This design comes from an exercise in tuning for small area and a short achievable clock period on the open sky130 flow, not from production work. The RTL was checked by simulation tests, not by an equivalence proof against the original design. Power is estimated from default activity; no workload was simulated.

===== flow/constraint.sdc =====
create_clock -name core_clock -period 4.0 [get_ports {clk}]
set_input_delay 0.8000 -clock core_clock [delete_from_list [all_inputs] [get_ports {clk}]]
set_output_delay 0.8000 -clock core_clock [all_outputs]
set_load 0.01 [all_outputs]

===== flow/config.mk =====
export PLATFORM = sky130hd
export DESIGN_NAME = region
export DESIGN_NICKNAME = region
export VERILOG_FILES = /design/flow/design.v
export SDC_FILE = /design/flow/constraint.sdc
export NUM_CORES = 4
export LEC_CHECK = 0
export CAP_MARGIN = 20
export CORE_MARGIN = 2
export CORE_UTILIZATION = 50
export CTS_CLUSTER_DIAMETER = 70
export CTS_CLUSTER_SIZE = 20
export PLACE_DENSITY = 0.8
export SETUP_SLACK_MARGIN = 1.9
export SLEW_MARGIN = 20
export SYNTH_HIERARCHICAL = 1

===== flow/standard.sh =====
#!/bin/bash
# synth_recipe.tcl (not shown) runs the flow's synth.tcl, then flattens the netlist and writes it again
# the make line also repeats each setting of config.mk as NAME=value (left out here)
make -C /OpenROAD-flow-scripts/flow DESIGN_CONFIG=/design/flow/config.mk WORK_HOME=/design/flow/orfs CLKGATE_MAP_FILE= SYNTH_SCRIPT=/design/flow/synth_recipe.tcl "${@:-finish}"

===== flow/flow/run.sh =====
#!/bin/bash
# Layout flow: the standard ORFS flow (standard.sh), unchanged synthesis,
# with plain buffers on the ports instead of the delay cells buffer_ports
# picks by default, and a clock tree without dummy loads. Each step's output
# goes to a log of its own here.
set -euo pipefail
export BUFFER_PORTS_ARGS="-buffer_cell sky130_fd_sc_hd__buf_2"
export CTS_ARGS="-sink_clustering_enable -repair_clock_nets -sink_clustering_size 20 -sink_clustering_max_diameter 70 -dont_use_dummy_load"
bash standard.sh synth > synth.log 2>&1
bash standard.sh floorplan > floorplan.log 2>&1
bash standard.sh place > place.log 2>&1
bash standard.sh cts > cts.log 2>&1
bash standard.sh route > route.log 2>&1
bash standard.sh finish > finish.log 2>&1

===== flow/design.v =====
`timescale 1ns/1ns
module region_ram (
    input  logic                               clk,
    input  logic [(1<<5)-1:0]     rrow,
    output logic [16-1:0]          rword,
    input  logic [(1<<(5-2))-1:0] whi,
    input  logic [3:0]                         wlo,
    input  logic [16-1:0]          wdata
);
    localparam int unsigned DEPTH = 1 << 5;
    logic [DEPTH-1:0][16-1:0] mem;
    logic [DEPTH-1:0]                     wrow;
    always_comb begin
        for (int i = 0; i < DEPTH; i++) begin
            wrow[i] = whi[i/4] && wlo[i%4];
        end
    end
    always_ff @(posedge clk) begin
        for (int i = 0; i < DEPTH; i++) begin
            if (wrow[i]) begin
                mem[i] <= wdata;
            end
        end
    end
    row_mux i_row_mux (
        .row  (rrow),
        .mem  (mem),
        .word (rword)
    );
endmodule
module row_mux (
    input  logic [(1<<5)-1:0]                     row,
    input  logic [(1<<5)-1:0][16-1:0] mem,
    output logic [16-1:0]                          word
);
    logic [3:0][16-1:0] grp;
    logic [1:0][16-1:0] half_n;
    for (genvar g = 0; g < 4; g++) begin : g_grp
        row_or8 i_or8 (
            .row  (row[8*g +: 8]),
            .mem  (mem[8*g +: 8]),
            .word (grp[g])
        );
    end
    for (genvar h = 0; h < 2; h++) begin : g_half
        word_nor2 i_nor2 (
            .a (grp[2*h]),
            .b (grp[2*h+1]),
            .y (half_n[h])
        );
    end
    word_nand2 i_nand2 (
        .a (half_n[0]),
        .b (half_n[1]),
        .y (word)
    );
endmodule
module row_or8 (
    input  logic [7:0]                     row,
    input  logic [7:0][16-1:0] mem,
    output logic [16-1:0]      word
);
    always_comb begin
        word = '0;
        for (int i = 0; i < 8; i++) begin
            word |= {16{row[i]}} & mem[i];
        end
    end
endmodule
module word_nor2 #(
    parameter int unsigned W = 16
) (
    input  logic [W-1:0] a,
    input  logic [W-1:0] b,
    output logic [W-1:0] y
);
    assign y = ~(a | b);
endmodule
module word_nand2 #(
    parameter int unsigned W = 16
) (
    input  logic [W-1:0] a,
    input  logic [W-1:0] b,
    output logic [W-1:0] y
);
    assign y = ~(a & b);
endmodule
`timescale 1ns/1ns
module region_fifo (
    input  logic                      clk,
    input  logic                      rst_n,
    input  logic                      re,
    output logic [16-1:0] head,
    input  logic                      we,
    input  logic [16-1:0] wdata,
    output logic                      empty,
    output logic                      almostfull
);
    localparam int unsigned DEPTH = 1 << 5;
    localparam logic [5:0] AFULL_LEVEL = (5+1)'(DEPTH - 4);
    logic [DEPTH-1:0][16-1:0] mem;
    logic [3:0]                head_lo, head_lo_nxt;
    logic [DEPTH/4-1:0]        head_hi, head_hi_nxt;
    logic                      full, full_nxt;
    logic                      do_wr;
    logic [DEPTH-1:0]          hrow;
    assign do_wr = we && !full;
    localparam int unsigned SW = 4 + DEPTH/4 + 3;
    logic [3:0]         head_lo_nord, head_lo_rd;
    logic [DEPTH/4-1:0] head_hi_nord, head_hi_rd;
    logic               empty_nord, empty_rd;
    logic               full_nord, full_rd;
    logic               afull_nord, afull_rd;
    logic               afull_up, afull_dn;
    logic [SW-1:0]      state_nxt;
    logic               empty_nxt, afull_nxt;
    always_comb begin
        afull_up = 1'b0;
        afull_dn = 1'b0;
        for (int i = 0; i < DEPTH; i++) begin
            if (i >= int'(AFULL_LEVEL) - 2 && i <= DEPTH - 2) afull_up |= hrow[i];
            if (i >= int'(AFULL_LEVEL)) afull_dn |= hrow[i];
        end
    end
    always_comb begin
        if (do_wr) begin
            head_lo_nord = {head_lo[2:0], head_lo[3]};
            head_hi_nord = head_lo[3] ? {head_hi[DEPTH/4-2:0], head_hi[DEPTH/4-1]} : head_hi;
            empty_nord   = 1'b0;
            full_nord    = hrow[DEPTH-2];
            afull_nord   = afull_up;
            head_lo_rd   = head_lo;
            head_hi_rd   = head_hi;
            empty_rd     = 1'b0;
            full_rd      = 1'b0;
            afull_rd     = almostfull;
        end else begin
            head_lo_nord = head_lo;
            head_hi_nord = head_hi;
            empty_nord   = empty;
            full_nord    = full;
            afull_nord   = almostfull;
            head_lo_rd   = {head_lo[0], head_lo[3:1]};
            head_hi_rd   = head_lo[0] ? {head_hi[0], head_hi[DEPTH/4-1:1]} : head_hi;
            empty_rd     = hrow[0];
            full_rd      = 1'b0;
            afull_rd     = afull_dn;
        end
    end
    late_sel #(.W(SW)) i_late_sel (
        .s (re),
        .a ({head_lo_rd,   head_hi_rd,   empty_rd,   full_rd,   afull_rd}),
        .b ({head_lo_nord, head_hi_nord, empty_nord, full_nord, afull_nord}),
        .y (state_nxt)
    );
    assign {head_lo_nxt, head_hi_nxt, empty_nxt, full_nxt, afull_nxt} = state_nxt;
    always_ff @(posedge clk) begin
        if (!rst_n) begin
            head_lo    <= 4'b1000;
            head_hi    <= {1'b1, {(DEPTH/4-1){1'b0}}};
            empty      <= 1'b1;
            full       <= 1'b0;
            almostfull <= 1'b0;
        end else begin
            head_lo    <= head_lo_nxt;
            head_hi    <= head_hi_nxt;
            empty      <= empty_nxt;
            full       <= full_nxt;
            almostfull <= afull_nxt;
        end
    end
    always_ff @(posedge clk) begin
        if (do_wr) begin
            mem <= {mem[DEPTH-2:0], wdata};
        end
    end
    always_comb begin
        for (int i = 0; i < DEPTH; i++) begin
            hrow[i] = head_lo[i%4] && head_hi[i/4];
        end
    end
    row_mux i_row_mux (
        .row  (hrow),
        .mem  (mem),
        .word (head)
    );
endmodule
module late_sel #(
    parameter int unsigned W = 1
) (
    input  logic         s,
    input  logic [W-1:0] a,
    input  logic [W-1:0] b,
    output logic [W-1:0] y
);
    assign y = s ? a : b;
endmodule
`timescale 1ns/1ns
module read_arbiter (
    input  logic                                     clk,
    input  logic                                     rst_n,
    input  logic [4-1:0]                re,
    input  logic [2*4-1:0]              rsel,
    input  logic [5*4-1:0] raddr,
    output logic [4-1:0]                rvalid,
    output logic [16*4-1:0] rdata,
    output logic [(1<<5)-1:0]           ram_rrow,
    input  logic [16-1:0]                ram_rdata,
    output logic                                     fifo_re,
    input  logic [16-1:0]                fifo_rdata,
    input  logic                                     fifo_empty
);
    logic [4-1:0] ram_req;
    logic [4-1:0] fifo_req;
    logic [4-1:0] rvalid_q;
    logic [16-1:0] ram_word_q;
    logic [16-1:0] fifo_word_q;
    always_comb begin
        for (int c = 0; c < 4; c++) begin
            ram_req[c]  = re[c] && (rsel[2*c +: 2] == 2'd1);
            fifo_req[c] = re[c] && (rsel[2*c +: 2] == 2'd2);
        end
    end
    logic [4-1:0][(1<<5)-1:0] chan_row_n;
    for (genvar c = 0; c < 4; c++) begin : g_dec
        chan_row_dec i_chan_row_dec (
            .re    (re[c]),
            .rsel  (rsel[2*c +: 2]),
            .raddr (raddr[c*5 +: 5]),
            .row_n (chan_row_n[c])
        );
    end
    row_merge i_row_merge (
        .row_n (chan_row_n),
        .row   (ram_rrow)
    );
    assign fifo_re = |fifo_req && !fifo_empty;
    always_ff @(posedge clk) begin
        if (!rst_n) begin
            rvalid_q <= '0;
        end else begin
            for (int c = 0; c < 4; c++) begin
                rvalid_q[c] <= ram_req[c] || (fifo_req[c] && !fifo_empty);
            end
        end
    end
    always_ff @(posedge clk) begin
        ram_word_q  <= ram_rdata;
        fifo_word_q <= fifo_rdata;
    end
    assign rvalid = rvalid_q;
    for (genvar c = 0; c < 4; c++) begin : g_chan
        for (genvar b = 0; b < 16; b += 8) begin : g_slice
            rdata_slice i_slice (
                .clk       (clk),
                .from_ram  (ram_req[c]),
                .from_fifo (rsel[2*c + 1]),
                .ram_word  (ram_word_q[b +: 8]),
                .fifo_word (fifo_word_q[b +: 8]),
                .rdata     (rdata[c*16 + b +: 8])
            );
        end
    end
endmodule
module chan_row_dec (
    input  logic                           re,
    input  logic [1:0]                     rsel,
    input  logic [5-1:0]      raddr,
    output logic [(1<<5)-1:0] row_n
);
    always_comb begin
        for (int i = 0; i < (1 << 5); i++) begin
            row_n[i] = !(re && rsel == 2'd1 && raddr == 5'(i));
        end
    end
endmodule
module row_merge (
    input  logic [4-1:0][(1<<5)-1:0] row_n,
    output logic [(1<<5)-1:0]                     row
);
    always_comb begin
        row = '0;
        for (int c = 0; c < 4; c++) begin
            row |= ~row_n[c];
        end
    end
endmodule
module rdata_slice (
    input  logic       clk,
    input  logic       from_ram,
    input  logic       from_fifo,
    input  logic [7:0] ram_word,
    input  logic [7:0] fifo_word,
    output logic [7:0] rdata
);
    logic from_ram_q;
    logic from_fifo_q;
    always_ff @(posedge clk) begin
        from_ram_q  <= from_ram;
        from_fifo_q <= from_fifo && !from_ram;
    end
    logic [7:0] ram_n;
    logic [7:0] fifo_n;
    word_and_n #(.W(8)) i_ram_gate (
        .en  (from_ram_q),
        .a   (ram_word),
        .y_n (ram_n)
    );
    word_and_n #(.W(8)) i_fifo_gate (
        .en  (from_fifo_q),
        .a   (fifo_word),
        .y_n (fifo_n)
    );
    word_nand2 #(.W(8)) i_nand2 (
        .a (ram_n),
        .b (fifo_n),
        .y (rdata)
    );
endmodule
module word_and_n #(
    parameter int unsigned W = 16
) (
    input  logic         en,
    input  logic [W-1:0] a,
    output logic [W-1:0] y_n
);
    assign y_n = ~({W{en}} & a);
endmodule
`timescale 1ns/1ns
module write_arbiter (
    input  logic                                     clk,
    input  logic                                     rst_n,
    input  logic [4-1:0]                we,
    input  logic [2*4-1:0]              wsel,
    input  logic [5*4-1:0] waddr,
    input  logic [16*4-1:0] wdata,
    output logic [(1<<(5-2))-1:0]       ram_whi,
    output logic [3:0]                               ram_wlo,
    output logic [16-1:0]                ram_wdata,
    output logic                                     fifo_we,
    output logic [16-1:0]                fifo_wdata
);
    logic [4-1:0] ram_req;
    logic [4-1:0] fifo_req;
    logic [5-1:0] ram_waddr_d;
    logic [16-1:0] ram_wdata_d;
    logic [16-1:0] fifo_wdata_d;
    always_comb begin
        ram_waddr_d  = '0;
        ram_wdata_d  = '0;
        fifo_wdata_d = '0;
        for (int c = 0; c < 4; c++) begin
            ram_req[c]  = we[c] && wsel[2*c + 0];
            fifo_req[c] = we[c] && wsel[2*c + 1];
            ram_waddr_d  |= {5{ram_req[c]}}  & waddr[c*5 +: 5];
            ram_wdata_d  |= {16{ram_req[c]}}  & wdata[c*16 +: 16];
            fifo_wdata_d |= {16{fifo_req[c]}} & wdata[c*16 +: 16];
        end
    end
    always_ff @(posedge clk) begin
        if (!rst_n) begin
            ram_whi <= '0;
            fifo_we <= 1'b0;
        end else begin
            for (int j = 0; j < (1 << (5-2)); j++) begin
                ram_whi[j] <= |ram_req && ram_waddr_d[5-1:2] == (5-2)'(j);
            end
            fifo_we <= |fifo_req;
        end
    end
    always_ff @(posedge clk) begin
        for (int k = 0; k < 4; k++) begin
            ram_wlo[k] <= ram_waddr_d[1:0] == 2'(k);
        end
        ram_wdata  <= ram_wdata_d;
        fifo_wdata <= fifo_wdata_d;
    end
endmodule
`timescale 1ns/1ns
module region (
    input  logic                                     clk,
    input  logic                                     rst_n,
    input  logic [4-1:0]                re,
    input  logic [2*4-1:0]              rsel,
    input  logic [5*4-1:0] raddr,
    input  logic [4-1:0]                we,
    input  logic [2*4-1:0]              wsel,
    input  logic [5*4-1:0] waddr,
    input  logic [16*4-1:0] wdata,
    output logic [4-1:0]                rvalid,
    output logic [16*4-1:0] rdata,
    output logic                                     empty,
    output logic                                     almostfull
);
    logic [(1<<5)-1:0] ram_rrow;
    logic [16-1:0] ram_rdata;
    logic [(1<<(5-2))-1:0] ram_whi;
    logic [3:0]                ram_wlo;
    logic [16-1:0] ram_wdata;
    logic                      fifo_re;
    logic [16-1:0] fifo_rdata;
    logic                      fifo_we;
    logic [16-1:0] fifo_wdata;
    read_arbiter i_read_arbiter (
        .clk        (clk),
        .rst_n      (rst_n),
        .re         (re),
        .rsel       (rsel),
        .raddr      (raddr),
        .rvalid     (rvalid),
        .rdata      (rdata),
        .ram_rrow   (ram_rrow),
        .ram_rdata  (ram_rdata),
        .fifo_re    (fifo_re),
        .fifo_rdata (fifo_rdata),
        .fifo_empty (empty)
    );
    write_arbiter i_write_arbiter (
        .clk        (clk),
        .rst_n      (rst_n),
        .we         (we),
        .wsel       (wsel),
        .waddr      (waddr),
        .wdata      (wdata),
        .ram_whi    (ram_whi),
        .ram_wlo    (ram_wlo),
        .ram_wdata  (ram_wdata),
        .fifo_we    (fifo_we),
        .fifo_wdata (fifo_wdata)
    );
    region_ram i_region_ram (
        .clk    (clk),
        .rrow   (ram_rrow),
        .rword  (ram_rdata),
        .whi    (ram_whi),
        .wlo    (ram_wlo),
        .wdata  (ram_wdata)
    );
    region_fifo i_region_fifo (
        .clk        (clk),
        .rst_n      (rst_n),
        .re         (fifo_re),
        .head       (fifo_rdata),
        .we         (fifo_we),
        .wdata      (fifo_wdata),
        .empty      (empty),
        .almostfull (almostfull)
    );
endmodule

==> run notes, run 1 <==
- Status: no timing/DRC/antenna violations
- CTS tree: done
- Pre-Repair DR Iteration Count: 6
- Crit path launch type: flip-flop
- Worst hold path startpoint: i_write_arbiter.fifo_wdata[7]$_DFF_P_
- Non-Filler Instances: 4125
- Largest family of logic cells by synthesized area: compound AO/OA/AOI/OAI gates
- Synthesized net count: 2924
- Area after DPL: 0.0456 mm²
- Clock transition at path regs: 0.08 ns
- R2r setup slk: 1.88 ns
- Final Util: 0.553
- Routability cong.: 0.868
- Initial antenna violation count: 3
- CORE AREA: 0.0882 mm²
- Gr usage total: 0.241
- Part of the cycle the worst path needs: 0.544
- Count of input and output buffers: 199
- WP data required: 3.20 ns
- Final wirelength: 113000 µm
- Routed vias: 26432
- Pre-CTS WS: 0.857 ns
- Layout cells sized above 1: 0.245
- DRT iter0 DRCs: 3339
- Post-Synth Simple-Gate Area: 0.103
- Htree depth: 3
- Inst Count DP: 4014
- Post-synth cell types: 46
- CP cell instances: buf_12, nand2_2, nand2_1, buf_2
- Post-Syn Area: 0.0444 mm²
- RSZ-0062 raised after global routing: true
- Warnings from Yosys: 14
- Clock latency (worst-skew pair): 0.65 ns
- Largest net degree at the start of global routing: 185
- Final TNS setup: 0 ns
- Filler instances: 6620
- Pwr/cell area: 464 mW/mm²
- Remaining Overflow, GRT: 0
- Crit-path max cell delay: 0.39 ns
- Fin Clk Skew: 0.0959 ns
- Nets: 3091
- Syn Area/Cell: 15.9 µm²
- FP Rows: 109
- Seq cells post-synth: 1136
- Residual DRC: 0
- Final Max Tran Viols: 0
- Vert. Die Dim: 302 µm
- Clock sinks: 1136
- Post-synthesis sequential area ratio: 0.743
- CP Class: flip-flop to output pin
- Critical path's slowest cell: dfxtp_4
- Fmax achieved: 459 MHz
- Crit path DAT: 1.38 ns
- Max_cap viols: 0
- Worst rel slew slack: 0.294
- Synth async-reset ratio: 0
- Synthesized-area fraction occupied by adder cells: 0
- Starting density of the core: 0.503
- Post-DP HPWL: 71900 µm
- Worst slew pin tran: 1.06 ns
- FF+latch area: 0.0332 mm²
- Leak: 16.0 nW
- Hold Violations, Final: 0
- CTS max path bufs: 3
- Post-Synth XOR/XNOR Area: 0
- EDFF count, synth: 1024
- Final worst setup slack: 1.82 ns
- First-pass GRT wire length: 163000 µm
- Drt wl/cell: 27.5 µm
- Worst Hold Class: flip-flop to flip-flop
- Maximum fanout along the worst path: 6
- Ys flop type: edfxtp_1
- Fraction of synthesized area in multiplexers: 0.00854
- Final setup violation count: 0
- Worst Hold Path EP: i_region_fifo.mem[7]$_DFFE_PP_
- Area grow syn2layout: 9.89%
- Final ANT Viol Nets: 0
- Cell count after synthesis: 2794
- Vias/cell: 6.41
- # IOs: 200
- Die Wd: 302 µm
- Crit. End Element: output pin
- Die area: 0.0912 mm²
- CTS Buf Count: 69
- Peak supply drop: 0.000382 V
- Final min period: 2.18 ns
- Reg2reg end: i_read_arbiter.fifo_word_q[10]$_DFF_P_
- Vias in the first global route: 25183
- Worst r2r src: i_region_fifo.head_lo[3]$_SDFF_PN1_
- Synth Area in Compound Gates: 0.103
- Cell area after layout: 0.0488 mm²
- Register-to-Register Path Depth: 5
- Hold Path Cell Cnt: 0
- Root Buffer: clkbuf_16
- Multi-input logic area: 0.0103 mm²
## repair_timing
action	in CTS	in global routing
buffers inserted	8	25
setup endpoints to repair	415	264
resized for setup	196	200
hold buffers	0	0
cloned	3	5
pin swaps	52	75
## routing by layer
layer / track usage / share of wire / wire, µm / up-vias
li1: - / - / - / 11335
met1: 0.309 / 0.37 / 41800 / 13365
met2: 0.411 / 0.50 / 57100 / 1497
met3: 0.0407 / 0.089 / 10100 / 231
met4: 0.0942 / 0.038 / 4350 / 4
met5: 0 / 0.00024 / 27 / -
## how the worst max path moves through the flow
stage,start,to,slack [ns],depth (start not counted)
2_1_floorplan,i_region_fifo.full$_SDFF_PN0_,i_region_fifo.head_hi[0]$_SDFF_PN0_,1.35,7
3_3_place_gp,rsel[5],i_read_arbiter.ram_word_q[11]$_DFF_P_,0.82,9
3_5_place_dp,rsel[5],i_read_arbiter.ram_word_q[11]$_DFF_P_,0.86,9
4_1_cts,flip-flop,rdata[38],1.80,3
5_1_grt,flip-flop,rdata[2],1.77,3
6_report,flip-flop,rdata[46],1.82,4
## state kept, by name, summed over array words and instances, names as in the netlist
register	flops
i_write_arbiter.ram_wlo	4
i_region_fifo.mem	512
i_write_arbiter.fifo_wdata	16
i_read_arbiter.g_chan.g_slice.i_slice.from_ram_q	8
i_write_arbiter.ram_whi	8
i_read_arbiter.ram_word_q	16
i_read_arbiter.rvalid_q	4
i_read_arbiter.fifo_word_q	16
i_region_fifo.head_lo	4
i_region_fifo.head_hi	8
i_region_ram.mem	512
i_read_arbiter.g_chan.g_slice.i_slice.from_fifo_q	8
i_write_arbiter.fifo_we	1
i_region_fifo.full	1
i_write_arbiter.ram_wdata	16
i_region_fifo.empty	1
i_region_fifo.almostfull	1
## power by group
group	switching, mW	total, mW	leakage (nW)	internal [mW]
Combinational	1.08	1.64	4.92	0.559
Clock	3.53	6.60	0.850	3.07
Sequential	0.585	14.4	10.2	13.8
Total	5.19	22.6	16.0	17.4
## per-stage QoR
| step | hold WS, ns | total power [mW] |
|---|---|---|
| 4_1_cts | 0.355 | 22.5 |
| 2_1_floorplan | 0.386 | 15.2 |
| 5_1_grt | 0.355 | 23.3 |
| 6_report | 0.352 | 22.6 |
| 3_5_place_dp | 0.389 | 16.0 |
| 3_3_place_gp | 0.388 | 15.9 |
## per-module statistics from Yosys, one instance, submodules excluded, excerpt
| module | copies in the design | flops+latches | cell area (µm²) |
|---|---|---|---|
| region_fifo | 1 | 527 | 16400 |
| region_ram | 1 | 512 | 15600 |
| write_arbiter | 1 | 45 | 1920 |
| read_arbiter | 1 | 36 | 885 |
| row_or8 | 8 | 0 | 779 |
| chan_row_dec | 4 | 0 | 347 |
| row_merge | 1 | 0 | 200 |
| word_nand2 | 2 | 0 | 60.1 |
| word_nor2 | 4 | 0 | 60.1 |
| rdata_slice | 8 | 2 | 53.8 |
## layout make-up
| cell class | count | share of cell area |
|---|---|---|
| sequential | 1136 | 0.680 |
| multi-input combinational | 1465 | 0.211 |
| timing repair buffer | 282 | 0.0421 |
| clock buffer | 69 | 0.0354 |
| tap | 1165 | 0.0299 |
| inverter | 5 | 0.000924 |
| timing repair inverter | 2 | 0.000564 |
| antenna | 1 | 0.0000513 |
## synthesized netlist by cell type (5+ instances only)
cell,instances,area share
nor2b_4,8,0.0025
edfxtp_1,1024,0.69
and2_1,85,0.012
and4bb_2,20,0.0056
nand2b_1,7,0.00099
and4b_1,20,0.0045
buf_6,132,0.033
nor4_1,8,0.0011
nand4_1,173,0.024
a21oi_1,5,0.00056
buf_2,42,0.0047
mux2_2,11,0.0028
nand2_1,382,0.032
nand3_1,28,0.0032
buf_8,8,0.0027
a22oi_2,24,0.0068
a22oi_1,552,0.093
mux2_4,17,0.0058
nor2_1,77,0.0065
and4_1,7,0.0014
dfxtp_1,112,0.051
## critical path, delay by kind of cell (launching register included)
family / cells / cell delay, ns
buf+inv: 2 / 0.26
flops: 1 / 0.39
simple gates: 2 / 0.11
## logic make-up after synthesis
logic type	Yosys count
compound gates	590
buf+inv	193
simple gates	846
flops	1136
other cells	1
mux	28
## cell usage in the layout, fill, tap and decap left out, drive strengths merged
cell    count
edfxtp   1024
a22oi     576
nand2     384
buf       275
nand4     173
dfxtp     112
and2       86
nor2       77
clkbuf     76
nand3      28
mux2       28
and4b      20
and4bb     20
nor4       12
nor2b      10
nand2b      8
nor4b       8
and4        7
a21oi       5
inv         5
nand3b      4
or3b        4
nor3        4
a22o        2
a21o        2
clkinv      2
diode       1
a41oi       1
o31ai       1
and3        1
a31oi       1
conb        1
o41a        1
o41ai       1
==> run 2: changes to the inputs <==
--- a/flow/config.mk
+++ b/flow/config.mk
@@ -10,7 +10,7 @@
 export CORE_UTILIZATION = 50
 export CTS_CLUSTER_DIAMETER = 70
 export CTS_CLUSTER_SIZE = 20
-export PLACE_DENSITY = 0.8
-export SETUP_SLACK_MARGIN = 1.9
+export PLACE_DENSITY = 0.7
+export SETUP_SLACK_MARGIN = 2.0
 export SLEW_MARGIN = 20
 export SYNTH_HIERARCHICAL = 1
==> run notes, run 2 <==
- CORE AREA: 0.0882 mm² (unchanged)
- Part of the cycle the worst path needs: 0.541 (-0.00306)
- DRT iter0 DRCs: 3856 (+15%)
- Ys flop type: edfxtp_1
- Fmax achieved: 462 MHz (+0.56%)
- Hold Path Cell Cnt: 0 (unchanged)
- Commonest non-fill, non-tap cell in the layout: edfxtp_1
- Cell area after layout: 0.0499 mm² (+2.2%)
- Final Max Tran Viols: 0 (unchanged)
- R2r setup slk: 1.96 ns (+0.08 ns)
- Worst hold path startpoint: i_write_arbiter.fifo_wdata[4]$_DFF_P_
- Commonest non-fill, non-tap cells in the layout: 1024 x edfxtp_1, 463 x a22oi_1, 262 x nand2_1
- Synth async-reset ratio: 0 (unchanged)
- Routed vias: 26543 (+0.42%)
- Post-Syn Area: 0.0444 mm² (unchanged)
- Crit path DAT: 1.37 ns (about the same)
- CP Class: flip-flop to output pin
- Reg2reg end: i_region_ram.mem[107]$_DFFE_PP_
- Area after DPL: 0.0457 mm² (+0.30%)
- Warnings from Yosys: 14 (unchanged)
- Vias in the first global route: 25305 (+0.48%)
- Crit. End Element: output pin
- Hold_buf cts: 0 (unchanged)
- Maximum fanout along the worst path: 4 (-2)
- # IOs: 200 (unchanged)
- Pwr/cell area: 458 mW/mm² (-1.3%)
- Cell count after synthesis: 2794 (unchanged)
- Drt wl/cell: 27.8 µm (+1.1%)
- Worst rel slew slack: 0.330 (+0.0356)
- Syn Area/Cell: 15.9 µm² (unchanged)
- Most numerous cell in the Yosys netlist: edfxtp_1
- Post-DP HPWL: 73700 µm (+2.6%)
- Leak: 16.4 nW (+2.8%)
- Vert. Die Dim: 302 µm (unchanged)
- Worst r2r src: i_write_arbiter.ram_wlo[2]$_DFF_P_
- Final min period: 2.17 ns (-0.0122 ns)
- Filler instances: 6640 (+0.30%)
- Routability cong.: 0.936 (+7.8%)
- Area contributors post-synth: edfxtp_1 69%, a22oi_1 9.3%, dfxtp_1 5.1%
- Clock sinks: 1136 (unchanged)
- Die area: 0.0912 mm² (unchanged)
- Final ANT Viol Nets: 0 (unchanged)
- Initial antenna violation count: 5 (+2)
- Largest net degree at the start of global routing: 143 (-23%)
- Register-to-Register Path Depth: 1 (-4)
- Max_cap viols: 0 (unchanged)
- Biggest regs: i_region_fifo.mem (512), i_region_ram.mem (512)
- WP data required: 3.20 ns (about the same)
- Peak supply drop: 0.000451 V (+18%)
- Gr usage total: 0.246 (+0.00498)
- Seq cells post-synth: 1136 (unchanged)
- Status: no timing/DRC/antenna violations
- Nets: 3146 (+1.8%)
- RSZ-0062 raised after global routing: true
- Final setup violation count: 0 (unchanged)
- Count of input and output buffers: 199 (unchanged)
- Residual DRC: 0 (unchanged)
- Clock transition at path regs: 0.08 ns (about the same)
- Crit path launch type: flip-flop
- Die Wd: 302 µm (unchanged)
- Htree depth: 3 (unchanged)
- Pre-Repair DR Iteration Count: 6 (unchanged)
- Post-synthesis sequential area ratio: 0.743 (unchanged)
- Commonest cells post-synth: 1024 x edfxtp_1, 552 x a22oi_1, 382 x nand2_1, 173 x nand4_1, 132 x buf_6
- Synthesized net count: 2924 (unchanged)
- Yosys top cell area share: 0.693 (unchanged)
- Post-synth top area cell: edfxtp_1
- Starting density of the core: 0.503 (unchanged)
- FP Rows: 109 (unchanged)
- Worst Hold Class: flip-flop to flip-flop
- Final wirelength: 116000 µm (+2.5%)
- Non-Filler Instances: 4181 (+1.4%)
- Worst slew pin tran: 1.01 ns (-0.0533 ns)
- First-pass GRT wire length: 166000 µm (+1.7%)
- Final TNS setup: 0 ns (unchanged)
- EDFF count, synth: 1024 (unchanged)
- CTS tree: done
- Fin Clk Skew: 0.107 ns (+0.0109 ns)
- Layout cells sized above 1: 0.281 (+0.0367)
- Area grow syn2layout: 12.3%
- FF+latch area: 0.0331 mm² (about the same)
- Clock latency (worst-skew pair): 0.64 ns (about the same)
- Inst Count DP: 4023 (+0.22%)
- Worst Hold Path EP: i_region_fifo.mem[4]$_DFFE_PP_
- Vias/cell: 6.35 (-0.93%)
- Remaining Overflow, GRT: 0 (unchanged)
- Post-synth cell types: 46 (unchanged)
- CTS Buf Count: 71 (+2.9%)
- Root Buffer: clkbuf_16
- Multi-input logic area: 0.0105 mm² (+1.9%)
- Hold Violations, Final: 0 (unchanged)
- CTS max path bufs: 3 (unchanged)
## run 2: cell counts after synthesis
No cell type changed its count.
## run 2: logic make-up (layout without fill, tap and decap cells)
group	Yosys count	in the layout	synth area share
multiplexers	28	28	0.00854
AO/OA/AOI/OAI	590	590	0.103
buffers and inverters	193	413	0.0426
AND/OR/NAND/NOR	846	846	0.103
other	1	3	0.0000845
flip-flops	1136	1136	0.743
## run 2: what timing repair did
item                       4_1_cts  5_1_grt
buffers inserted                35       37
pin swaps                      124      127
cloned                           7        6
gates resized for setup        331      203
setup endpoints to repair      483      137
## run 2: how the worst max path moves through the flow
stage | from | endpoint
3_3_place_gp | rsel[3] | i_read_arbiter.ram_word_q[1]$_DFF_P_
2_1_floorplan | i_region_fifo.full$_SDFF_PN0_ | i_region_fifo.head_hi[0]$_SDFF_PN0_
4_1_cts | i_read_arbiter.ram_word_q[0]$_DFF_P_ | rdata[32]
5_1_grt | i_read_arbiter.ram_word_q[0]$_DFF_P_ | rdata[0]
6_report | i_read_arbiter.ram_word_q[3]$_DFF_P_ | rdata[3]
3_5_place_dp | rsel[3] | i_read_arbiter.ram_word_q[1]$_DFF_P_
## run 2: layout make-up
type | instances | share of cell area
multi-input combinational | 1465 | 0.211
timing repair buffer | 335 | 0.0582
sequential | 1136 | 0.665
antenna | 2 | 0.000100
timing repair inverter | 2 | 0.000652
inverter | 5 | 0.000903
tap | 1165 | 0.0292
clock buffer | 71 | 0.0356
## run 2: per-stage QoR
step	setup WS, ns	util	hold slack (ns)	power, mW
2_1_floorplan	1.35	-	0.386	15.2
3_3_place_gp	0.867	0.518	0.389	16.0
3_5_place_dp	0.878	0.518	0.389	16.1
4_1_cts	1.82	0.553	0.401	22.8
5_1_grt	1.80	0.565	0.415	23.5
6_report	1.83	0.565	0.407	22.8
## run 2: routing by layer
| metal | global-route usage | up-vias | part of all wire |
|---|---|---|---|
| li1 | - | 11471 | - |
| met3 | 0.0414 | 157 | 0.10 |
| met5 | 0 | - | 0.00023 |
| met2 | 0.375 | 1511 | 0.46 |
| met4 | 0.0740 | 4 | 0.024 |
| met1 | 0.365 | 13400 | 0.41 |
## run 2: report_power, final
group          total (mW)  switching (mW)  internal, mW
clock                6.70            3.54          3.15
combinational        1.81            1.20         0.612
sequential           14.3           0.533          13.8
total                22.8            5.27          17.6
## run 2: critical path, cell delays in order (launching register included)
cell	delay [ns]
dfxtp_4	0.45
nand2_2	0.10
nand2_4	0.08
buf_6	0.11
## run 2: Yosys stat by module, one instance, submodules excluded, excerpt
module         times used  area (µm²)
chan_row_dec            4         347
rdata_slice             8        53.8
region_fifo             1       16400
region_ram              1       15600
row_merge               1         200
row_or8                 8         779
word_nor2               4        60.1
write_arbiter           1        1920
==> run 3: changes to the inputs <==
--- a/flow/flow/run.sh
+++ b/flow/flow/run.sh
@@ -5,7 +5,7 @@
 # goes to a log of its own here.
 set -euo pipefail
 export BUFFER_PORTS_ARGS="-buffer_cell sky130_fd_sc_hd__buf_2"
-export CTS_ARGS="-sink_clustering_enable -repair_clock_nets -sink_clustering_size 20 -sink_clustering_max_diameter 70 -dont_use_dummy_load"
+export CTS_ARGS="-sink_clustering_enable -repair_clock_nets -sink_clustering_size 25 -sink_clustering_max_diameter 80 -dont_use_dummy_load"
 bash standard.sh synth > synth.log 2>&1
 bash standard.sh floorplan > floorplan.log 2>&1
 bash standard.sh place > place.log 2>&1
--- a/flow/config.mk
+++ b/flow/config.mk
@@ -8,9 +8,8 @@
 export CAP_MARGIN = 20
 export CORE_MARGIN = 2
 export CORE_UTILIZATION = 50
-export CTS_CLUSTER_DIAMETER = 70
-export CTS_CLUSTER_SIZE = 20
-export PLACE_DENSITY = 0.7
-export SETUP_SLACK_MARGIN = 2.0
+export CTS_CLUSTER_DIAMETER = 80
+export CTS_CLUSTER_SIZE = 25
+export SETUP_SLACK_MARGIN = 1.9
 export SLEW_MARGIN = 20
 export SYNTH_HIERARCHICAL = 1
==> run notes, run 3 <==
- Area contributors post-synth: edfxtp_1 69%, a22oi_1 9.3%, dfxtp_1 5.1%
- Most numerous cell in the Yosys netlist: edfxtp_1
- Gr usage total: 0.254 (+0.00824)
- Commonest non-fill, non-tap cells in the layout: 1024 x edfxtp_1, 503 x a22oi_1, 291 x nand2_1
- Vias in the first global route: 25187 (-0.47%)
- # IOs: 200 (unchanged)
- CTS Buf Count: 55 (-23%)
- Routed vias: 25972 (-2.2%)
- Clock latency (worst-skew pair): 0.66 ns (+0.02 ns)
- Starting density of the core: 0.503 (unchanged)
- Fmax achieved: 454 MHz (-1.6%)
- Pwr/cell area: 453 mW/mm² (-1.0%)
- Vias/cell: 6.32 (-0.51%)
- Worst rel slew slack: 0.250 (-0.0798)
- Hold Violations, Final: 0 (unchanged)
- Synthesized net count: 2924 (unchanged)
- Layout cells sized above 1: 0.231 (-0.0505)
- Residual DRC: 0 (unchanged)
- Vert. Die Dim: 302 µm (unchanged)
- Inst Count DP: 4021 (-0.050%)
- Crit path launch type: flip-flop
- Warnings from Yosys: 14 (unchanged)
- Worst Hold Class: primary input to flip-flop
- Final TNS setup: 0 ns (unchanged)
- Leak: 15.7 nW (-4.5%)
- Synth async-reset ratio: 0 (unchanged)
- Max_cap viols: 0 (unchanged)
- Post-synth top area cell: edfxtp_1
- Drt wl/cell: 28.9 µm (+4.1%)
- RSZ-0062 raised after global routing: true
- Initial antenna violation count: 4 (-1)
- Final wirelength: 119000 µm (+2.4%)
- R2r setup slk: 1.97 ns (about the same)
- First-pass GRT wire length: 171000 µm (+3.1%)
- Reg2reg end: i_read_arbiter.fifo_word_q[9]$_DFF_P_
- DRT iter0 DRCs: 3020 (-22%)
- Crit. End Element: output pin
- Commonest cells post-synth: 1024 x edfxtp_1, 552 x a22oi_1, 382 x nand2_1, 173 x nand4_1, 132 x buf_6
- Status: no timing/DRC/antenna violations
- Routability cong.: 0.862 (-7.9%)
- Yosys top cell area share: 0.693 (unchanged)
- CTS tree: done
- Commonest non-fill, non-tap cell in the layout: edfxtp_1
- Die area: 0.0912 mm² (unchanged)
- EDFF count, synth: 1024 (unchanged)
- Count of input and output buffers: 199 (unchanged)
- Post-Syn Area: 0.0444 mm² (unchanged)
- Filler instances: 6944 (+4.6%)
- Post-synthesis sequential area ratio: 0.743 (unchanged)
- Largest net degree at the start of global routing: 128 (-10%)
- Final Max Tran Viols: 0 (unchanged)
- Post-synth cell types: 46 (unchanged)
- Worst slew pin tran: 1.13 ns (+0.120 ns)
- Total Power: 21.9 mW (-4.3%)
- WP data required: 3.20 ns (about the same)
- Worst Hold Path EP: i_write_arbiter.ram_wdata[9]$_DFF_P_
- Maximum fanout along the worst path: 4 (unchanged)
- Remaining Overflow, GRT: 0 (unchanged)
- Biggest regs: i_region_fifo.mem (512), i_region_ram.mem (512)
- Peak supply drop: 0.000460 V (+2.1%)
- CTS max path bufs: 3 (unchanged)
- Final min period: 2.20 ns (+0.0355 ns)
- Die Wd: 302 µm (unchanged)
- Htree depth: 2 (-1)
- Fin Clk Skew: 0.0973 ns (-0.00948 ns)
- CORE AREA: 0.0882 mm² (unchanged)
- Area grow syn2layout: 8.63%
- Syn Area/Cell: 15.9 µm² (unchanged)
- Clock transition at path regs: 0.09 ns (about the same)
- Hold Path Cell Cnt: 3 (+3)
- Worst hold path startpoint: wdata[41]
- FP Rows: 109 (unchanged)
- Final Util: 0.546 (-0.0186)
- Worst r2r src: i_region_fifo.head_lo[0]$_SDFF_PN0_
- Root Buffer: clkbuf_16
- Final setup violation count: 0 (unchanged)
- CP Class: flip-flop to output pin
- Nets: 3078 (-2.2%)
- Cell count after synthesis: 2794 (unchanged)
- Part of the cycle the worst path needs: 0.550 (+0.00887)
- Hold_buf cts: 0 (unchanged)
- Ys flop type: edfxtp_1
- Final ANT Viol Nets: 0 (unchanged)
- Pre-Repair DR Iteration Count: 6 (unchanged)
- Seq cells post-synth: 1136 (unchanged)
- Non-Filler Instances: 4112 (-1.7%)
- Crit path DAT: 1.40 ns (+0.03 ns)
- Post-DP HPWL: 77200 µm (+4.7%)
- Clock sinks: 1136 (unchanged)
- Register-to-Register Path Depth: 5 (+4)
-- run 3: cell count changes in the layout (fill, tap and decap cells not counted), moves of 18 or more --
cell     previous run  this run
nand2_2           113        91
buf_4              81        63
a22oi_1           463       503
buf_6              69        38
a22oi_2           113        73
nand2_1           262       291
-- run 3: logic make-up (layout without fill, tap and decap cells) --
group                  count (synthesis)  after routing  share of synthesized area
other                                  1              2                  0.0000845
DFF                                 1136           1136                      0.743
and+or+nand+nor                      846            846                      0.103
AOI/OAI and AO/OA                    590            590                      0.103
muxes                                 28             28                    0.00854
buffers and inverters                193            345                     0.0426
-- run 3: final cells by class --
type,instances,area [µm²],area share
well taps,1165,1460,0.0302
clock buffers,55,1380,0.0285
flip-flops and latches,1136,33100,0.687
multi-input cells,1465,10100,0.210
repair inverters,1,16.3,0.000337
diodes,1,2.50,0.0000519
repair buffers,284,2070,0.0430
inverters,5,45.0,0.000934
-- run 3: how the worst max path moves through the flow --
stage,startpoint,end,slack (ns),cells after the start
5_1_grt,i_read_arbiter.ram_word_q[10]$_DFF_P_,rdata[42],1.74,3
2_1_floorplan,i_region_fifo.full$_SDFF_PN0_,i_region_fifo.head_hi[0]$_SDFF_PN0_,1.35,7
3_5_place_dp,rsel[3],i_read_arbiter.ram_word_q[13]$_DFF_P_,1.09,9
6_report,i_read_arbiter.ram_word_q[15]$_DFF_P_,rdata[47],1.80,3
3_3_place_gp,rsel[3],i_read_arbiter.ram_word_q[12]$_DFF_P_,1.03,9
4_1_cts,i_read_arbiter.ram_word_q[10]$_DFF_P_,rdata[58],1.76,3
-- run 3: critical path, stage by stage, from the launching register on --
cell and delay [ns]:
dfxtp_4 0.44, nand2_1 0.07, nand2_1 0.09, buf_2 0.15
-- run 3: modules after synthesis (local to each module, per instance), a selection --
module         flops+latches  copies in the design
word_nor2                  0                     4
row_or8                    0                     8
row_merge                  0                     1
chan_row_dec               0                     4
read_arbiter              36                     1
rdata_slice                2                     8
region_fifo              527                     1
word_nand2                 0                     2
write_arbiter             45                     1
region_ram               512                     1
-- run 3: stage by stage --
| step | instance area [µm²] | hold WS [ns] | worst slack (ns) |
|---|---|---|---|
| finish | 48200 | 0.386 | 1.80 |
| global route | 48200 | 0.383 | 1.74 |
| CTS | 47500 | 0.353 | 1.76 |
| detailed placement | 45600 | 0.389 | 1.09 |
| global placement | 45600 | 0.388 | 1.03 |
| floorplan | 44700 | 0.386 | 1.35 |
-- run 3: what timing repair did --
| action | 4_1_cts | 5_1_grt |
|---|---|---|
| endpoints found under the hold margin | 0 | 0 |
| pin swaps | 115 | 49 |
| resized for setup | 151 | 153 |
| setup buffers | 11 | 18 |
| cloned | 3 | 3 |
| endpoints found under the setup margin | 474 | 90 |
-- run 3: power by group --
group          switching, mW  internal, mW
Clock                   3.42          2.45
Combinational           1.10         0.543
Sequential             0.557          13.8
-- run 3: metal layers --
metal,routed length [µm],share of wire,vias up,GRT usage
li1,-,-,11307,-
met1,47900,0.40,13435,0.339
met2,59500,0.50,1032,0.436
met3,7660,0.064,194,0.0384
met4,3850,0.032,4,0.0713
met5,23,0.00019,-,0
==> run 4: changes to the inputs <==
--- a/flow/flow/run.sh
+++ b/flow/flow/run.sh
@@ -5,7 +5,7 @@
 # goes to a log of its own here.
 set -euo pipefail
 export BUFFER_PORTS_ARGS="-buffer_cell sky130_fd_sc_hd__buf_2"
-export CTS_ARGS="-sink_clustering_enable -repair_clock_nets -sink_clustering_size 25 -sink_clustering_max_diameter 80 -dont_use_dummy_load"
+export CTS_ARGS="-sink_clustering_enable -repair_clock_nets -sink_clustering_size 22 -sink_clustering_max_diameter 75 -dont_use_dummy_load"
 bash standard.sh synth > synth.log 2>&1
 bash standard.sh floorplan > floorplan.log 2>&1
 bash standard.sh place > place.log 2>&1
--- a/flow/config.mk
+++ b/flow/config.mk
@@ -8,8 +8,8 @@
 export CAP_MARGIN = 20
 export CORE_MARGIN = 2
 export CORE_UTILIZATION = 50
-export CTS_CLUSTER_DIAMETER = 80
-export CTS_CLUSTER_SIZE = 25
+export CTS_CLUSTER_DIAMETER = 75
+export CTS_CLUSTER_SIZE = 22
 export SETUP_SLACK_MARGIN = 1.9
 export SLEW_MARGIN = 20
 export SYNTH_HIERARCHICAL = 1
==> run notes, run 4 <==
- Peak supply drop: 0.000465 V (+1.1%)
- R2r setup slk: 1.94 ns (-0.03 ns)
- Final TNS setup: 0 ns (unchanged)
- EDFF count, synth: 1024 (unchanged)
- Hold Violations, Final: 0 (unchanged)
- Worst Hold Class: flip-flop to flip-flop
- Warnings from Yosys: 14 (unchanged)
- Fraction of synthesized area in multiplexers: 0.00854 (unchanged)
- Remaining Overflow, GRT: 0 (unchanged)
- Seq cells post-synth: 1136 (unchanged)
- Clock transition at path regs: 0.08 ns (about the same)
- Synthesized net count: 2924 (unchanged)
- Maximum fanout along the worst path: 8 (+4)
- Routed vias: 26005 (+0.13%)
- First-pass GRT wire length: 173000 µm (+0.99%)
- CP cell instances: nand2_1, nand2_1, buf_2
- CTS tree: done
- CP bufs+invs: 1 (unchanged)
- Fin Clk Skew: 0.0721 ns (-0.0253 ns)
- Worst rel slew slack: 0.250 (-0.000268)
- Drt wl/cell: 29.1 µm (+0.44%)
- Critical path's slowest cell: dfxtp_4
- Residual DRC: 0 (unchanged)
- CTS Buf Count: 66 (+20%)
- # IOs: 200 (unchanged)
- Layout cells sized above 1: 0.241 (+0.0105)
- Hold_buf cts: 0 (unchanged)
- Htree depth: 3 (+1)
- Post-DP HPWL: 77200 µm (unchanged)
- Hold Path Cell Cnt: 0 (-3)
- Commonest non-fill, non-tap cells in the layout: 1024 x edfxtp_1, 501 x a22oi_1, 272 x nand2_1
- Initial antenna violation count: 5 (+1)
- Crit. End Element: output pin
- Die area: 0.0912 mm² (unchanged)
- Register-to-Register Path Depth: 5 (unchanged)
- Syn Area/Cell: 15.9 µm² (unchanged)
- Gr usage total: 0.258 (+0.00390)
- Vert. Die Dim: 302 µm (unchanged)
- Post-Syn Area: 0.0444 mm² (unchanged)
- Crit path DAT: 1.40 ns (about the same)
- WP data required: 3.20 ns (about the same)
- CORE AREA: 0.0882 mm² (unchanged)
- Post-synth top area cell: edfxtp_1
- Area after DPL: 0.0456 mm² (unchanged)
- Synth Area in Compound Gates: 0.103 (unchanged)
- Most numerous cell in the Yosys netlist: edfxtp_1
- Fmax achieved: 455 MHz (+0.24%)
- Post-Synth XOR/XNOR Area: 0 (unchanged)
- Yosys top cell area share: 0.693 (unchanged)
- Delay-heaviest family, CP: flip-flops
- Final min period: 2.20 ns (-0.00530 ns)
- Final Max Tran Viols: 0 (unchanged)
- Ys flop type: edfxtp_1
- Root Buffer: clkbuf_16
- Nets: 3091 (+0.42%)
- Count of input and output buffers: 199 (unchanged)
- Leak: 15.9 nW (+1.2%)
- Crit-path max cell delay: 0.45 ns (about the same)
- Reg2reg end: i_read_arbiter.fifo_word_q[2]$_DFF_P_
- Routability cong.: 0.862 (unchanged)
- Largest family of logic cells by synthesized area: compound AO/OA/AOI/OAI gates
- Starting density of the core: 0.503 (unchanged)
- CTS max path bufs: 3 (unchanged)
- Final setup violation count: 0 (unchanged)
- Post-synth cell types: 46 (unchanged)
- Commonest cells post-synth: 1024 x edfxtp_1, 552 x a22oi_1, 382 x nand2_1, 173 x nand4_1, 132 x buf_6
- Worst r2r src: i_region_fifo.head_lo[1]$_SDFF_PN0_
- Die Wd: 302 µm (unchanged)
- Synth async-reset ratio: 0 (unchanged)
- Worst hold path startpoint: i_write_arbiter.fifo_wdata[1]$_DFF_P_
- FP Rows: 109 (unchanged)
- RSZ-0062 raised after global routing: true
- Largest net degree at the start of global routing: 128 (unchanged)
- DRT iter0 DRCs: 3068 (+1.6%)
- Clock latency (worst-skew pair): 0.66 ns (about the same)
- CP Class: flip-flop to output pin
- Worst slew pin tran: 1.13 ns (+0.000402 ns)
- Biggest regs: i_region_fifo.mem (512), i_region_ram.mem (512)
- Max_cap viols: 0 (unchanged)
- Post-Synth Simple-Gate Area: 0.103 (unchanged)
- Pwr/cell area: 463 mW/mm² (+2.1%)
- Vias/cell: 6.30 (-0.26%)
- CP dominant cell by count: nand2_1
- Clock sinks: 1136 (unchanged)
- Part of the cycle the worst path needs: 0.549 (-0.00132)
- Area contributors post-synth: edfxtp_1 69%, a22oi_1 9.3%, dfxtp_1 5.1%
- Final wirelength: 120000 µm (+0.84%)
- Pre-Repair DR Iteration Count: 5 (-1)
- Cell area after layout: 0.0487 mm² (+0.92%)
- Commonest non-fill, non-tap cell in the layout: edfxtp_1
- Cell count after synthesis: 2794 (unchanged)
- Crit path launch type: flip-flop
- Area grow syn2layout: 9.64%
- Worst Hold Path EP: i_region_fifo.mem[1]$_DFFE_PP_
- Final ANT Viol Nets: 0 (unchanged)
- Post-synthesis sequential area ratio: 0.743 (unchanged)
- Synthesized-area fraction occupied by adder cells: 0 (unchanged)
- Status: no timing/DRC/antenna violations
- Vias in the first global route: 25410 (+0.89%)
[run 4: cell counts after synthesis]
Identical to the previous run, type by type.
[run 4: timing repair]
action / 4_1_cts / 5_1_grt
buffers inserted: 13 / 18
gates cloned: 5 / 1
pin swaps: 100 / 78
resized for setup: 165 / 199
setup endpoints to repair: 474 / 99
[run 4: per-layer routing]
metal / up-vias / part of all wire / wire length, µm / track usage
met4: 4 / 0.034 / 4130 / 0.0843
met1: 13384 / 0.40 / 48100 / 0.341
li1: 11332 / - / - / -
met2: 1064 / 0.50 / 59700 / 0.438
met5: - / 0.00023 / 27 / 0
met3: 221 / 0.067 / 8010 / 0.0416
[run 4: layout make-up]
| cell class | instances | area, µm² |
|---|---|---|
| Antenna cell | 4 | 10.0 |
| Clock buffer | 66 | 1650 |
| Fill cell | 6909 | 39600 |
| Inverter | 5 | 45.0 |
| Multi-Input combinational cell | 1465 | 10200 |
| Sequential cell | 1136 | 33100 |
| Tap cell | 1165 | 1460 |
| Timing Repair Buffer | 286 | 2170 |
| Timing Repair inverter | 1 | 16.3 |
[run 4: cells by family (layout without fill, tap and decap cells)]
logic type      after synthesis  after routing
other cells                   1              5
compound gates              590            590
flops                      1136           1136
mux                          28             28
simple gates                846            846
buf+inv                     193            358
[run 4: worst max path at each step]
stage	to	slack (ns)	cells past startpoint
finish	rdata[32]	1.80	3
global route	rdata[37]	1.78	3
CTS	rdata[43]	1.78	3
detailed placement	i_read_arbiter.ram_word_q[13]$_DFF_P_	1.09	9
global placement	i_read_arbiter.ram_word_q[12]$_DFF_P_	1.03	9
floorplan	i_region_fifo.head_hi[0]$_SDFF_PN0_	1.35	7
[run 4: Yosys stat by module (local to each module, per instance), a selection]
module	cell area, µm²	flops+latches	times used
row_or8	779	0	8
rdata_slice	53.8	2	8
chan_row_dec	347	0	4
word_nand2	60.1	0	2
write_arbiter	1920	45	1
region_fifo	16400	527	1
read_arbiter	885	36	1
row_merge	200	0	1
word_nor2	60.1	0	4
region_ram	15600	512	1
[run 4: report_power, final]
| part | internal, mW | switching (mW) | total, mW | leakage [nW] |
|---|---|---|---|---|
| Sequential | 13.8 | 0.562 | 14.4 | 10.2 |
| Clock | 2.94 | 3.56 | 6.50 | 0.813 |
| Combinational | 0.562 | 1.11 | 1.67 | 4.85 |
[run 4: metrics by stage]
stage          hold WS, ns   util  worst slack (ns)  cells  power (mW)
3_5_place_dp         0.389  0.517              1.09   4021        16.1
2_1_floorplan        0.386      -              1.35   2794        15.2
4_1_cts              0.361  0.543              1.78   4105        22.6
5_1_grt              0.381  0.551              1.78   4125        23.3
6_report             0.383  0.551              1.80   4128        22.5
3_3_place_gp         0.388  0.517              1.03   4021        16.0
==> run 5: changes to the inputs <==
==> flow/flow/run.sh (replaced) <==
#!/bin/bash
# Layout flow: the standard ORFS flow (standard.sh) with its synthesis
# unchanged, and two layout choices made through ORFS's own variables:
# - the ports get plain buf_2 buffers instead of the delay cells that
#   buffer_ports picks by default;
set -euo pipefail

cts_size=$(sed -n 's/^export CTS_CLUSTER_SIZE *= *//p' config.mk)
cts_diameter=$(sed -n 's/^export CTS_CLUSTER_DIAMETER *= *//p' config.mk)

export BUFFER_PORTS_ARGS="-buffer_cell sky130_fd_sc_hd__buf_2"
export CTS_ARGS="-sink_clustering_enable -repair_clock_nets -sink_clustering_size ${cts_size} -sink_clustering_max_diameter ${cts_diameter} -dont_use_dummy_load"

bash standard.sh synth > synth.log 2>&1
bash standard.sh floorplan > floorplan.log 2>&1
bash standard.sh place > place.log 2>&1
bash standard.sh cts > cts.log 2>&1
bash standard.sh route > route.log 2>&1
bash standard.sh finish > finish.log 2>&1
--- a/flow/config.mk
+++ b/flow/config.mk
@@ -8,8 +8,9 @@
 export CAP_MARGIN = 20
 export CORE_MARGIN = 2
 export CORE_UTILIZATION = 50
-export CTS_CLUSTER_DIAMETER = 75
-export CTS_CLUSTER_SIZE = 22
+export CTS_CLUSTER_DIAMETER = 70
+export CTS_CLUSTER_SIZE = 20
+export PLACE_DENSITY = 0.7
 export SETUP_SLACK_MARGIN = 1.9
 export SLEW_MARGIN = 20
 export SYNTH_HIERARCHICAL = 1
==> run notes, run 5 <==
- Pwr/cell area: 468 mW/mm² (+1.0%)
- Total Power: 22.7 mW (+0.56%)
- Nets: 3073 (-0.58%)
- Clk pwr share: 0.294 (+0.005)
- Worst hold margin: 0.361 ns (-0.0224 ns)
- Comb pwr share: 0.070 (-0.004)
- Peak supply drop: 0.000444 V (-4.6%)
- Pre-CTS WS: 1.06 ns (-0.0263 ns)
- Diodes inserted: 0 (-4)
- Worst slew pin tran: 1.15 ns (+0.0264 ns)
- Internal power: 17.5 mW (+0.94%)
- Yosys top cell area share: 0.693 (unchanged)
- Residual DRC: 0 (unchanged)
- Drt wl/cell: 28.1 µm (-3.4%)
- Layout cells sized above 1: 0.236 (-0.00532)
- Most numerous cell in the Yosys netlist: edfxtp_1
- Synthesized net count: 2924 (unchanged)
- Final min period: 2.17 ns (-0.0274 ns)
- Hold_buf cts: 0 (unchanged)
- Final ANT Viol Nets: 0 (unchanged)
- Clock transition at path regs: 0.08 ns (about the same)
- Gr usage total: 0.247 (-0.0108)
- Area contributors post-synth: edfxtp_1 69%, a22oi_1 9.3%, dfxtp_1 5.1%
- Vert. Die Dim: 302 µm (unchanged)
- R2r setup slk: 1.92 ns (-0.02 ns)
- Cell area after layout: 0.0484 mm² (-0.48%)
- Remaining Overflow, GRT: 0 (unchanged)
- Clock latency (worst-skew pair): 0.64 ns (-0.02 ns)
- Warnings from Yosys: 14 (unchanged)
- CP cell instances: nand2_1, nand2_1, buf_2
- Final wirelength: 115000 µm (-3.9%)
- Root Buffer: clkbuf_16
- CP Class: flip-flop to output pin
- Crit. End Element: output pin
- RSZ-0062 raised after global routing: true
- CTS max path bufs: 3 (unchanged)
- Worst Hold Class: flip-flop to flip-flop
- Commonest non-fill, non-tap cell in the layout: edfxtp_1
- EDFF count, synth: 1024 (unchanged)
- Post-DP HPWL: 73900 µm (-4.3%)
- Routed vias: 26340 (+1.3%)
- Status: no timing/DRC/antenna violations
- Post-synth cell types: 46 (unchanged)
- Vias/cell: 6.42 (+1.8%)
- Routability cong.: 0.915 (+6.2%)
- Ys flop type: edfxtp_1
- Post-synth top area cell: edfxtp_1
- Filler instances: 6816 (-1.3%)
- Crit path launch type: flip-flop
- Crit path DAT: 1.37 ns (-0.03 ns)
- Initial antenna violation count: 1 (-4)
- Max_cap viols: 0 (unchanged)
- Leak: 15.8 nW (-0.60%)
- Area grow syn2layout: 9.11%
- Biggest regs: i_region_fifo.mem (512), i_region_ram.mem (512)
- FP Rows: 109 (unchanged)
- Post-synthesis sequential area ratio: 0.743 (unchanged)
- Final TNS setup: 0 ns (unchanged)
- Part of the cycle the worst path needs: 0.542 (-0.00686)
- Critical path's slowest cell: dfxtp_4
- Vias in the first global route: 25882 (+1.9%)
- Final worst setup slack: 1.83 ns (+0.0274 ns)
- Hold Violations, Final: 0 (unchanged)
- Worst rel slew slack: 0.232 (-0.0176)
- Fmax achieved: 461 MHz (+1.3%)
- DRT iter0 DRCs: 3101 (+1.1%)
- Commonest non-fill, non-tap cells in the layout: 1024 x edfxtp_1, 506 x a22oi_1, 267 x nand2_1
- Syn Area/Cell: 15.9 µm² (unchanged)
- Clock sinks: 1136 (unchanged)
- CP dominant cell by count: nand2_1
- Final setup violation count: 0 (unchanged)
- WP data required: 3.20 ns (about the same)
- Largest net degree at the start of global routing: 107 (-16%)
- CTS Buf Count: 70 (+6.1%)
- Starting density of the core: 0.503 (unchanged)
- Pre-Repair DR Iteration Count: 6 (+1)
- Synth async-reset ratio: 0 (unchanged)
- Sw Pwr: 5.20 mW (-0.68%)
- Area after DPL: 0.0456 mm² (-0.17%)
- Die Wd: 302 µm (unchanged)
- Htree depth: 3 (unchanged)
- Crit-path max cell delay: 0.45 ns (about the same)
- Sequential power share: 0.637 (about the same)
- Post-Syn Area: 0.0444 mm² (unchanged)
- First-pass GRT wire length: 167000 µm (-3.1%)
- Cell count after synthesis: 2794 (unchanged)
- Sw Ratio: 0.229 (-0.00287)
- Final Max Tran Viols: 0 (unchanged)
- Die area: 0.0912 mm² (unchanged)
- Commonest cells post-synth: 1024 x edfxtp_1, 552 x a22oi_1, 382 x nand2_1, 173 x nand4_1, 132 x buf_6
- Maximum fanout along the worst path: 4 (-4)
- # IOs: 200 (unchanged)
- CTS tree: done
- Fin Clk Skew: 0.0807 ns (+0.00867 ns)
- Count of input and output buffers: 199 (unchanged)
- Seq cells post-synth: 1136 (unchanged)
- CORE AREA: 0.0882 mm² (unchanged)
-- run 5: final timing paths --
path,start,to,depth (start not counted)
max,i_read_arbiter.ram_word_q[15]$_DFF_P_,rdata[63],3
min,i_write_arbiter.fifo_wdata[3]$_DFF_P_,i_region_fifo.mem[3]$_DFFE_PP_,0
max reg2reg,i_region_fifo.head_lo[2]$_SDFF_PN0_,i_read_arbiter.fifo_word_q[4]$_DFF_P_,5
min reg2reg,i_write_arbiter.fifo_wdata[3]$_DFF_P_,i_region_fifo.mem[3]$_DFFE_PP_,0
-- run 5: power by group through the flow --
stage	Sequential [mW]	Combinational [mW]	Clock [mW]
floorplan	14.3	0.851	0
global placement	14.6	1.36	0
detailed placement	14.6	1.39	0
CTS	14.4	1.47	6.75
global route	14.5	1.68	7.15
finish	14.4	1.58	6.65
-- run 5: cells by family (layout without fill, tap and decap cells) --
family                 after synthesis  count (layout)  share of synthesized area
AND/OR/NAND/NOR                    846             846                      0.103
flip-flops                        1136            1136                      0.743
buffers and inverters              193             340                     0.0426
multiplexers                        28              28                    0.00854
AO/OA/AOI/OAI                      590             590                      0.103
other                                1               1                  0.0000845
-- run 5: per-module statistics from Yosys, one instance, submodules excluded, a selection --
| module | area (µm²) | cells inside | flip-flops and latches |
|---|---|---|---|
| chan_row_dec | 347 | 53 | 0 |
| rdata_slice | 53.8 | 3 | 2 |
| read_arbiter | 885 | 65 | 36 |
| region_fifo | 16400 | 621 | 527 |
| region_ram | 15600 | 544 | 512 |
| row_merge | 200 | 32 | 0 |
| row_or8 | 779 | 96 | 0 |
| word_nand2 | 60.1 | 16 | 0 |
| word_nor2 | 60.1 | 16 | 0 |
| write_arbiter | 1920 | 207 | 45 |
-- run 5: through the flow --
stage,std cells,util
floorplan,2794,-
global placement,4013,0.516
detailed placement,4013,0.516
CTS,4100,0.543
global route,4106,0.549
finish,4106,0.549
-- run 5: area by class of cell --
type                    instances  area, µm²  share of cell area
multi-input cells            1465      10200               0.210
inverters                       5       45.0            0.000930
repair buffers                263       1840              0.0381
well taps                    1165       1460              0.0301
repair inverters                2       32.5            0.000672
flip-flops and latches       1136      33100               0.684
clock buffers                  70       1750              0.0362
-- run 5: worst max-delay path, delay by kind of cell (launching register included) --
family,cells,cell delay (ns)
flip-flops,1,0.45
buffers and inverters,1,0.13
AND/OR/NAND/NOR,2,0.16
-- run 5: what timing repair did --
action / in CTS / in global routing
cloned: 4 / 2
endpoints found under the hold margin: 0 / 0
setup endpoints to repair: 369 / 97
gates resized for setup: 162 / 161
setup buffers: 13 / 4
pin swaps: 99 / 36
-- run 5: metal layers --
metal | track usage | up-vias | part of all wire
met1 | 0.321 | 13432 | 0.38
met4 | 0.0978 | 2 | 0.041
met2 | 0.417 | 1354 | 0.50
li1 | - | 11307 | -
met3 | 0.0407 | 245 | 0.079
met5 | 0 | - | 0.00011

afterwards: timing with drivers on the ports:
The results above use ideal ports. As a check the final layouts listed here were re-extracted and re-timed, cells and wires unchanged.
Step 1 assumes that a clkbuf_16 drives the clock port and a buf_2 every other input.
Step 2, shift: input delay + t, output delay - t, t = (earliest + latest rising clock arrival at the registers) / 2. This alone moves slack from input paths to output paths.
a / b / c = ideal ports / drivers / drivers and shift; a / b = the first two.
| run | t (ns) | setup WS [ns] | hold slack, ns | latest minus earliest clock arrival (ns) | slew at the worst register clock pin (ns) |
|---|---|---|---|---|---|
| run 1 | 0.667 | 1.822 / 1.755 / 1.138 | 0.352 / 0.350 / 0.352 | 0.102 / 0.102 | 0.08 / 0.08 |
| run 2 | 0.661 | 1.834 / 1.762 / 1.184 | 0.407 / 0.393 / 0.407 | 0.116 / 0.116 | 0.08 / 0.08 |
| run 3 | 0.675 | 1.799 / 1.735 / 1.180 | 0.386 / 0.346 / 0.407 | 0.100 / 0.101 | 0.10 / 0.10 |
| run 4 | 0.685 | 1.804 / 1.740 / 1.119 | 0.383 / 0.360 / 0.383 | 0.074 / 0.074 | 0.09 / 0.09 |
| run 5 | 0.672 | 1.832 / 1.762 / 1.124 | 0.361 / 0.361 / 0.361 | 0.085 / 0.085 | 0.08 / 0.08 |
After both steps every run listed still meets setup and hold. For run 5, which loses most, drivers alone change the setup slack by -0.070 ns; drivers and shift together by -0.708 ns.
